Background: an optimization exercise with open tools, aiming at small area, a short achievable clock period and few clock cycles per item. Do not read the settings as production practice.
The RTL was checked by simulation tests, not by an equivalence proof against the original design.

==> flow/design.v, too long to show whole: its modules and the start of the top module <==
// module elastic_alu: 871 lines
module elastic_alu (
	input logic clk,
	input logic rst,
	input logic [31:0] lhs,
	input logic [3:0] lhs_op,
	input logic lhs_valid,
	output logic lhs_ready,
	input logic [31:0] rhs,
	input logic rhs_valid,
	output logic rhs_ready,
	output logic [31:0] result,
	output logic result_valid,
	input logic result_ready
);
  // ...
==> flow/run.sh <==
#!/bin/bash
# synth_recipe.tcl (not shown) runs the flow's synth.tcl, then flattens the netlist and writes it again
# the make line also repeats each setting of config.mk as NAME=value (left out here)
make -C /OpenROAD-flow-scripts/flow DESIGN_CONFIG=/design/flow/config.mk WORK_HOME=/design/flow/orfs CLKGATE_MAP_FILE= SYNTH_SCRIPT=/design/flow/synth_recipe.tcl finish
==> flow/config.mk <==
export PLATFORM = sky130hd
export DESIGN_NAME = elastic_alu
export DESIGN_NICKNAME = elastic_alu
export VERILOG_FILES = /design/flow/design.v
export SDC_FILE = /design/flow/constraint.sdc
export NUM_CORES = 4
export LEC_CHECK = 0
export CAP_MARGIN = 20
export CORE_MARGIN = 2
export CORE_UTILIZATION = 40
export SETUP_SLACK_MARGIN = 5
export SLEW_MARGIN = 20
==> flow/constraint.sdc <==
create_clock -name core_clock -period 10.0 [get_ports {clk}]
set_input_delay 2.0000 -clock core_clock [delete_from_list [all_inputs] [get_ports {clk}]]
set_output_delay 2.0000 -clock core_clock [all_outputs]
set_load 0.01 [all_outputs]
==> impl_results.md, run 1 <==
* Insertion delay to the later sink of the worst-skew pair at 0.57 ns
* Ratio of cells with drive above 1 in the final layout at 6.89%
* CP top delay family: adder cells
* Fin crit share at 48.7%
* Area delta synth->final at 12.0%
* Most instantiated cells after synthesis: inv_1, a22oi_1, edfxtp_1
* Routed Antenna Nets at 0
* Clock sinks at 279
* CTS-repair resized insts at 6
* Routed vias/inst at 5.88
* FFs & Latches at 279
* Critical Path AT at 5.16 ns
* Global Route Usage Sum at 26.0%
* Non-clock buffer share at 5.09%
* CP peak stage delay at 0.54 ns
* Post-synthesis compound-gate area fraction at 16.1%
* Synth top area share at 31.7%
* CTS tree: built
* Ys async rst share at 1.79%
* Hold path start: ov
* Inverter count at 324
* # Taps at 855
* Critical path destination: q24_0
* Hold Path End: sv
* Routed WL per cell at 25.9 um
* Final worst setup slack at 5.13 ns
* Critical path required time at 10.29 ns
* Min Hold Slack at 0.514 ns
* Final hold viol count at 0
* DRT Wirelength at 87600 um
* Final std cell area, no fill at 29100 um^2
* HP Class: flop to flop
* Status: finished clean
* H-tree depth at 2
* Area leader, netlist: edfxtp_1
* Register area at 8350 um^2
* Initial antenna violation count at 2
* Ys Warns at 1
* Most used cell, CP: fa_1
Testbench counts, summed over its fixed seeds: cycles 16,024, items 16,000.
==> inputs of run 2 (changes only) <==
==> flow/flow/run.sh (new file) <==
#!/bin/bash
set -euo pipefail
MARGIN=${MARGIN:-6.5}
sed "s/\"\\\${@:-finish}\"/SETUP_SLACK_MARGIN=$MARGIN \"\${@:-finish}\"/" standard.sh > flow/standard_margin.sh
grep -q "SETUP_SLACK_MARGIN=$MARGIN" flow/standard_margin.sh
bash flow/standard_margin.sh > make_flow.log 2>&1
==> flow/flow/standard_margin.sh (new file) <==
#!/bin/bash
# The standard flow's own layout of this design, on the ORFS make targets given (by default finish). After
# finish it leaves the final layout's DEF at /design/flow/out/final.def.
set -euo pipefail
make -C /OpenROAD-flow-scripts/flow DESIGN_CONFIG=/design/flow/config.mk WORK_HOME=/design/flow/orfs CLKGATE_MAP_FILE= SYNTH_SCRIPT=/design/flow/synth_recipe.tcl CAP_MARGIN=20 CORE_MARGIN=2 CORE_UTILIZATION=40 SLEW_MARGIN=20 SETUP_SLACK_MARGIN=6.5 "${@:-finish}"
if [[ -f /design/flow/orfs/results/sky130hd/elastic_alu/base/6_final.odb ]]; then
  : # left out here: write the final layout as DEF
fi
==> flow/standard.sh (new file) <==
#!/bin/bash
# synth_recipe.tcl (not shown) runs the flow's synth.tcl, then flattens the netlist and writes it again
# the make line also repeats each setting of config.mk as NAME=value (left out here)
make -C /OpenROAD-flow-scripts/flow DESIGN_CONFIG=/design/flow/config.mk WORK_HOME=/design/flow/orfs CLKGATE_MAP_FILE= SYNTH_SCRIPT=/design/flow/synth_recipe.tcl "${@:-finish}"
--- a/flow/config.mk
+++ b/flow/config.mk
@@ -10,3 +10,2 @@
 export CORE_UTILIZATION = 40
-export SETUP_SLACK_MARGIN = 5
 export SLEW_MARGIN = 20
removed: flow/run.sh
==> run 2 against run 1 <==
Non-clock buffer count is 175 higher. Area after synthesis stayed put. Utilization is 6.1 points higher. Setup slack better by 0.73 ns. Via count is 4.8% higher. Final cell count is 5.3% higher.
==> impl_results.md, run 2 <==
* Post-Synthesis Cells at 2491
* Final std cell area, no fill at 33000 um^2 (+14%)
* Port Buffer Count at 107
* Crit Path Category: flop to flop
* Top-count cell post-synth: inv_1
* Synth cell types at 69
* Area delta synth->final at 27.2%
* Register area at 8350 um^2 (about the same)
* Routed Antenna Nets at 0 (unchanged)
* DR iter-0 viols at 2126
* Status: finished clean
* Clock skew at 0.0275 ns
* Final worst setup slack at 5.86 ns (+0.726 ns)
* Syn avg cell area at 10.4 um^2
* Critical Path AT at 4.44 ns (-0.72 ns)
* Die extent in y at 259 um
* Worst Path Max Fanout at 9
* Root Buffer: clkbuf_16
* Post-synthesis sequential area ratio at 32.2%
* Final setup fails at 0
* H-tree depth at 2 (unchanged)
* Min Hold Slack at 0.492 ns (-0.0216 ns)
* Core Region at 64300 um^2
* RSZ-0062 raised after global routing: yes
* Synth area leaders: edfxtp_1, fa_1, xnor2_1, a22oi_1, ha_1
* Crit path launch type: flop
* DRT Wirelength at 92600 um (+5.7%)
* Die area at 67000 um^2
* Number of global-route vias before repair at 21.1k
* Synth Flop Type: edfxtp_1
* Slew headroom at 23.1%
* Ratio of cells with drive above 1 in the final layout at 24.7% (+18 points)
* Syn Nets at 2936
* Most frequent cells in the layout: inv_1, edfxtp_1, a22oi_1
* Area leader, netlist: edfxtp_1
* Routed vias/inst at 5.85 (-0.52%)
* CTS tree: built
* Commonest non-fill, non-tap cell in the layout: inv_1
* IO Count at 108
* Fin Setup TNS at 0 ns
* Most instantiated cells after synthesis: inv_1, a22oi_1, edfxtp_1
* Dpl hpwl at 60300 um
* Insertion delay to the later sink of the worst-skew pair at 0.58 ns (about the same)
* Final Wtd Congestion at 0.977
* Crit path cell chain: buf_6 > ha_4 > and2_4 > a22o_4 > buf_12 > a22oi_2 > xnor2_2 > fa_2 > inv_2 > fa_1 > inv_1 > fa_2 > fa_2
* Chip width at 259 um
* Std cell rows at 93
* Number of flops mapped to enable cells by yosys at 274
* Synth top area share at 31.7% (unchanged)
* Critical path required time at 10.30 ns (about the same)
* First-pass GRT wire length at 135000 um
* Ys async rst share at 1.79% (unchanged)
* Nets at 3124
* DR vias at 20.8k
* CP peak stage delay at 0.58 ns (+0.04 ns)
* Most used cell, CP: fa_2
* Global Route Usage Sum at 27.2% (+1.2 points)
* Inserted Clock Buffers at 35
* Worst Tran Pin Value at 1.15 ns
* Largest net degree at the start of global routing at 72
* Post-route minimum period at 4.14 ns
* Initial Util at 40.4%
* Clock sinks at 279 (unchanged)
* Pre-CTS setup slack at 4.95 ns
* Fill cells at 5623
* Area of the multi-input gates at 17800 um^2
* Routed WL per cell at 26.0 um (+0.43%)
* Worst-path cell with the longest stage delay: fa_2
* Crit. End Element: flop
* Placed cell area at 28200 um^2
* HP Class: flop to flop
* Max Fclk at 242 MHz
* Fin crit share at 41.4% (-7.3 points)
* # DRC at 0
* Initial antenna violation count at 1 (-1)
* Final hold viol count at 0 (unchanged)
* Ys Warns at 1 (unchanged)
* Synth Cell Area at 26000 um^2
* Longest Clk Path Bufs at 3
* Total of max-cap violations at 0
* Clk slew on worst S/H paths at 0.06 ns
* Final Max Slew Viols at 0
* Grt ovf at 0
* First-pass DRT Iterations at 6
* Synthesized flop and latch total at 279
run 2: metrics by stage:
stage / instances / utilization [%]
floorplan: 2491 / -
finish: 3559 / 51.3
global placement: 3313 / 43.8
detailed placement: 3313 / 43.8
CTS: 3529 / 50.4
global route: 3558 / 51.3
run 2: layout make-up:
type	instances	share of cell area, %
Antenna cell	1	0.00758
Clock buffer	43	2.74
Clock inverter	18	0.777
Inverter	324	3.76
Multi-Input combinational cell	1704	53.9
Sequential cell	279	25.3
Tap cell	855	3.24
Timing Repair Buffer	335	10.3
run 2: critical path: cells and delay by family (launching register included):
kind | cells | cell delay [ns]
AOI/OAI and AO/OA | 2 | 0.43
xor gates and xnor gates | 1 | 0.12
adders and majority gates | 5 | 2.25
buffers and inverters | 4 | 0.41
DFF | 1 | 0.50
and+or+nand+nor | 1 | 0.17
run 2: cells by family after synthesis:
family                     after synthesis  share of synthesized area [%]
adders and majority gates              372                           24.7
muxes                                   61                           2.52
xor gates and xnor gates               325                           11.0
AOI/OAI and AO/OA                      598                           16.1
DFF                                    279                           32.2
buffers and inverters                  512                           7.50
and+or+nand+nor                        344                           6.01
run 2: per-layer routing:
metal | track usage, % | part of all wire (%) | vias to the layer above
li1 | - | - | 9012
met3 | 5.30 | 9.2 | 347
met4 | 13.5 | 6.0 | 0
met1 | 34.9 | 39 | 10220
met2 | 44.1 | 46 | 1254
met5 | 0 | 0 | -
run 2: what timing repair did:
item,in CTS,in global routing
setup endpoints to repair,182,152
hold endpoints to repair,0,0
pin swaps,177,81
cloned,15,2
gates resized for setup,370,90
hold buffers,0,0
buffers inserted,140,27
run 2: final timing paths:
kind | start | endpoint | slack, ns | depth (start not counted)
setup / recovery | a_r[1] | q24_0 | 5.86 | 13
setup reg to reg | a_r[1] | q24_0 | 5.86 | 13
min in group asynchronous | rst | ov | 1.64 | 2
max in group asynchronous | rst | sv | 8.17 | 2
hold / removal | ov | sv | 0.49 | 1
hold reg to reg | ov | sv | 0.49 | 1

==> static timing again, ports no longer ideal <==
No port has a modelled driver above. Below, the same layouts with a new extraction and two added sets of constraints. Step 1 (the two cells are an assumption about what drives the block):
set clk [get_ports {clk}]
set_driving_cell -lib_cell sky130_fd_sc_hd__clkbuf_16 $clk
set_driving_cell -lib_cell sky130_fd_sc_hd__buf_2 [delete_from_list [all_inputs] $clk]
Step 2 times the ports against the registers' clock, not the clock port: input delays grow and output delays shrink by t, the midpoint of the rising clock arrivals with the driver on. Slacks: no drivers / after step 1 / after step 2; pairs: no drivers / after step 1.
run	t, ns	setup WS [ns]	latest minus earliest clock arrival (ns)	worst register clock-pin slew, ns
run 1	0.618	5.134 / 5.134 / 5.134	0.032 / 0.032	0.06 / 0.06
run 2	0.629	5.860 / 5.860 / 5.860	0.028 / 0.028	0.07 / 0.07
After both steps every run listed still meets setup and hold.
